From an optimization exercise on the open Yosys and OpenROAD flow, aimed at small area, a short achievable clock period and few clock cycles; shortcuts taken in it are not production practice.
Only simulation tests tie the RTL to the original design; equivalence was not proved.
Power is estimated from default activity; no workload was simulated.

Design exec_core, start of the top module:
module exec_core (
  input  logic     clk,
  input  logic     arst_n,
  input  logic     instr_valid,
  input  mips_pkg::word_t    instr_word,
  input  mips_pkg::word_t    instr_pc,
  output logic     instr_credit,
  output logic     retire_valid,
  output mips_pkg::word_t    retire_pc,
  output mips_pkg::word_t    retire_next_pc,
  output logic     retire_wr_en,
  output mips_pkg::reg_idx_t retire_wr_idx,
  output mips_pkg::word_t    retire_wr_data,
  output logic     retire_store,
  output mips_pkg::word_t    retire_addr,
  output mips_pkg::word_t    retire_store_data,
  output logic     retire_syscall,
  output logic     retire_illegal,
  input  logic     retire_credit
);
Size: ~3,400 flip-flops, about 240 I/O pins, roughly 140,000 um2 of cells after synthesis.
==> flow/config.mk <==
export PLATFORM = sky130hd
export DESIGN_NAME = exec_core
export DESIGN_NICKNAME = exec_core
export VERILOG_FILES = /design/flow/design.v
export SDC_FILE = /design/flow/constraint.sdc
export NUM_CORES = 8
export LEC_CHECK = 0
export CAP_MARGIN = 20
export CORE_MARGIN = 2
export CORE_UTILIZATION = 60
export CTS_CLUSTER_DIAMETER = 100
export CTS_CLUSTER_SIZE = 20
export PLACE_DENSITY = 0.72
export SLEW_MARGIN = 20
export SYNTH_HIERARCHICAL = 1
==> flow/constraint.sdc <==
create_clock -name core_clock -period 125.0 [get_ports {clk}]
set_input_delay 25.0000 -clock core_clock [delete_from_list [all_inputs] [get_ports {clk}]]
set_output_delay 25.0000 -clock core_clock [all_outputs]
set_load 0.01 [all_outputs]
standard.sh (not shown) runs the stock make flow with config.mk's settings and CLKGATE_MAP_FILE= SYNTH_SCRIPT=/design/flow/synth_recipe.tcl, a recipe that flattens the netlist after the stock synthesis.
==> flow/flow/run.sh <==
#!/bin/bash
# Own layout flow: the standard flow (standard.sh: the standard synthesis
# and every step unchanged), with one change made through ORFS's own
# BUFFER_PORTS_ARGS variable: every input and output port is buffered by
# sky130_fd_sc_hd__buf_2 (buffer_ports otherwise picks a slow delay cell).
set -euo pipefail
export BUFFER_PORTS_ARGS="-buffer_cell sky130_fd_sc_hd__buf_2"
bash standard.sh > standard.log 2>&1
Testbench counts at the start, summed over its fixed seeds: cycles 16,359.
==> next run, changes <==
--- a/flow/design.v
+++ b/flow/design.v
@@ -150,12 +150,13 @@
   logic        ir_v;
   logic [31:0] ir_w;
   logic [31:0] ir_pc;
   logic        cq;           
   logic        fc;           
   logic        r_v;
+  logic        r_v_o;        
   logic [2:0]  rc;           
   logic [31:0] r_pc, r_npc, r_data, r_addr;
   logic        r_wen, r_store, r_sys, r_ill;
   logic [4:0]  r_widx;
   logic [5:0] op, fn;
   logic [4:0] f_rs, f_rt, f_rd, f_sh;
@@ -210,12 +211,14 @@
   logic [2:0] rc_next;
   logic ir_v_next, fc_next;
   logic [2:0] rc_next_c, rc_next_nc;
   logic rc_ok_next, in_mf, held_mf, cq_in, cq_held, cq_next;
   assign stall = d_mf && md_busy;
   assign x_go  = ir_v && !stall && (rc > {2'b00, r_v});
+  logic x_go_o;
+  assign x_go_o = ir_v && !stall && (rc > {2'b00, r_v_o});
   assign rc_next_c  = (rc == 3'd4 && !r_v) ? 3'd4 : rc + {2'b00, !r_v};
   assign rc_next_nc = rc - {2'b00, r_v};
   assign rc_next    = retire_credit ? rc_next_c : rc_next_nc;
   assign rc_ok_next = retire_credit ? (rc_next_c > {2'b00, x_go}) : (rc_next_nc > {2'b00, x_go});
   function automatic is_mf(input [31:0] w);
     is_mf = (w[31:26] == 6'h00) && (w[5:4] == 2'b01) && !w[3] && !w[2] && !w[0];
@@ -230,18 +233,20 @@
   always_ff @(posedge clk or negedge arst_n) begin
     if (!arst_n) begin
       ir_v <= 1'b0;
       cq   <= 1'b0;
       fc   <= 1'b0;
       r_v  <= 1'b0;
+      r_v_o <= 1'b0;
       rc   <= 3'd0;
     end else begin
       ir_v <= ir_v_next;
       fc   <= fc_next;
       cq   <= cq_next;
       r_v  <= x_go;
+      r_v_o <= x_go_o;
       rc   <= rc_next;
     end
   end
   logic        ir_ld, ir_ld_n;
   logic [31:0] ir_w_d, ir_pc_d;
   assign ir_ld   = !ir_v || x_go;
@@ -461,13 +466,13 @@
     r_widx  <= wr_idx;
     r_store <= i_sw;
     r_sys   <= s_sys;
     r_ill   <= d_illegal;
   end
   assign instr_credit      = cq;
-  assign retire_valid      = r_v;
+  assign retire_valid      = r_v_o;
   assign retire_pc         = r_pc;
   assign retire_next_pc    = r_npc;
   assign retire_wr_en      = r_wen;
   assign retire_wr_idx     = r_widx;
   assign retire_wr_data    = r_data;
   assign retire_store      = r_store;
- worst hold slack is better by 0.023 ns
- routed wire length climbs by 4.1%
- cell area climbs by 1.0%
- clock power climbs by about 2%
- via count climbs by 1.8%
- non-clock buffer count climbs by 17
- cell count climbs by 1.0%
- combinational power climbs by 4.1%
- sequential share of layout area drops by 0.45 points
- synthesized cell count climbs by 0.75%
Testbench counts after the change, summed over its fixed seeds: cycles 16,359.

* * *

Setup of the baseline:
RTL: one of the versions met above, not the one the previous note started from.
For scale: roughly 3400 flip-flops, ~0.14 sq mm of cells after synthesis.
Settings: LEC_CHECK=0, CAP_MARGIN=20, CORE_MARGIN=2, CORE_UTILIZATION=60, CTS_CLUSTER_DIAMETER=90, CTS_CLUSTER_SIZE=24, PLACE_DENSITY=0.72, SLEW_MARGIN=20, SYNTH_HIERARCHICAL=1; clock period 125.0 ns.
Scripts as last shown in full above: flow/flow/run.sh
Testbench counts of the baseline, summed over its fixed seeds: cycles 16,359.
Input changes introduced in the candidate (baseline for comparison: the baseline):
-- flow/design.v --
<<< the baseline, line 154
  logic        fc;           
  logic        r_v;
  logic        r_v_o;        
  logic [2:0]  rc;           
  logic [31:0] r_pc, r_npc, r_data, r_addr;
>>> the candidate, line 154
  logic        fc;           
  logic        r_v;
  logic [2:0]  rc;           
  logic [31:0] r_pc, r_npc, r_data, r_addr;
<<< the baseline, line 215
  assign stall = d_mf && md_busy;
  assign x_go  = ir_v && !stall && (rc > {2'b00, r_v});
  logic x_go_o;
  assign x_go_o = ir_v && !stall && (rc > {2'b00, r_v_o});
  assign rc_next_c  = (rc == 3'd4 && !r_v) ? 3'd4 : rc + {2'b00, !r_v};
  assign rc_next_nc = rc - {2'b00, r_v};
>>> the candidate, line 214
  assign stall = d_mf && md_busy;
  assign x_go  = ir_v && !stall && (rc > {2'b00, r_v});
  assign rc_next_c  = (rc == 3'd4 && !r_v) ? 3'd4 : rc + {2'b00, !r_v};
  assign rc_next_nc = rc - {2'b00, r_v};
<<< the baseline, line 237
      fc   <= 1'b0;
      r_v  <= 1'b0;
      r_v_o <= 1'b0;
      rc   <= 3'd0;
    end else begin
>>> the candidate, line 234
      fc   <= 1'b0;
      r_v  <= 1'b0;
      rc   <= 3'd0;
    end else begin
<<< the baseline, line 244
      cq   <= cq_next;
      r_v  <= x_go;
      r_v_o <= x_go_o;
      rc   <= rc_next;
    end
>>> the candidate, line 240
      cq   <= cq_next;
      r_v  <= x_go;
      rc   <= rc_next;
    end
<<< the baseline, line 470
  end
  assign instr_credit      = cq;
  assign retire_valid      = r_v_o;
  assign retire_pc         = r_pc;
  assign retire_next_pc    = r_npc;
>>> the candidate, line 465
  end
  assign instr_credit      = cq;
  assign retire_valid      = r_v;
  assign retire_pc         = r_pc;
  assign retire_next_pc    = r_npc;
Notes after the runs:
The flow did not stop early for the candidate: all stages ran, and the layout cleared the timing, design-rule and antenna checks. Sequential share of layout area (the candidate over the baseline): increase, 0.41 points. Compared with the baseline, the candidate shows a lower total of plain and repair buffers excluding clock buffers. Row amount of wire on met2 after detailed routing: the candidate lower / the baseline higher. Core occupancy in the finished layout: the candidate vs the baseline, no meaningful difference. Sort the baseline and the candidate by count of clock-buffer cells in the layout, descending, and the candidate comes first. For maximum frequency, the baseline and the candidate come out practically identical. According to the power report, total power for the candidate is lower than for the baseline. Looking at post-route cell area across the baseline and the candidate, the one that comes out lower is the candidate. Global routing met2 resource utilization was lower in the run labelled the candidate.
Testbench counts of the candidate, summed over its fixed seeds: cycles 16,359.

==> what the ideal ports hide <==
Ports are ideal in the flow. The routed layouts listed here were re-timed in OpenROAD. Step 1, drivers: a clkbuf_16 drives clk and a buf_2 each remaining input, both assumed. Step 2 also shifts input and output timing later by t, the mid clock arrival at the registers, as if the neighbouring blocks saw the same clock. Three values: no drivers, after step 1, after step 2; two values: the first two.
run | t (ns) | slack for setup (ns) | clock arrival spread, ns | slew at the worst register clock pin (ns) | worst slew at a driven data input, ns
the first run of note 1 | 0.996 | 98.509 / 98.408 / 98.213 | 0.068 / 0.068 | 0.09 / 0.09 | 0.12
the second run of note 1 | 1.018 | 98.563 / 98.461 / 98.808 | 0.110 / 0.110 | 0.10 / 0.10 | 0.06
the baseline | 1.004 | 98.581 / 98.461 / 98.824 | 0.091 / 0.091 | 0.11 / 0.11 | 0.06
the candidate | 0.987 | 98.538 / 98.430 / 98.260 | 0.068 / 0.068 | 0.11 / 0.11 | 0.11
After both steps every run listed still meets setup and hold. The setup slack of the first run of note 1, which loses most, moves by -0.101 ns with the drivers and by -0.296 ns with both steps.
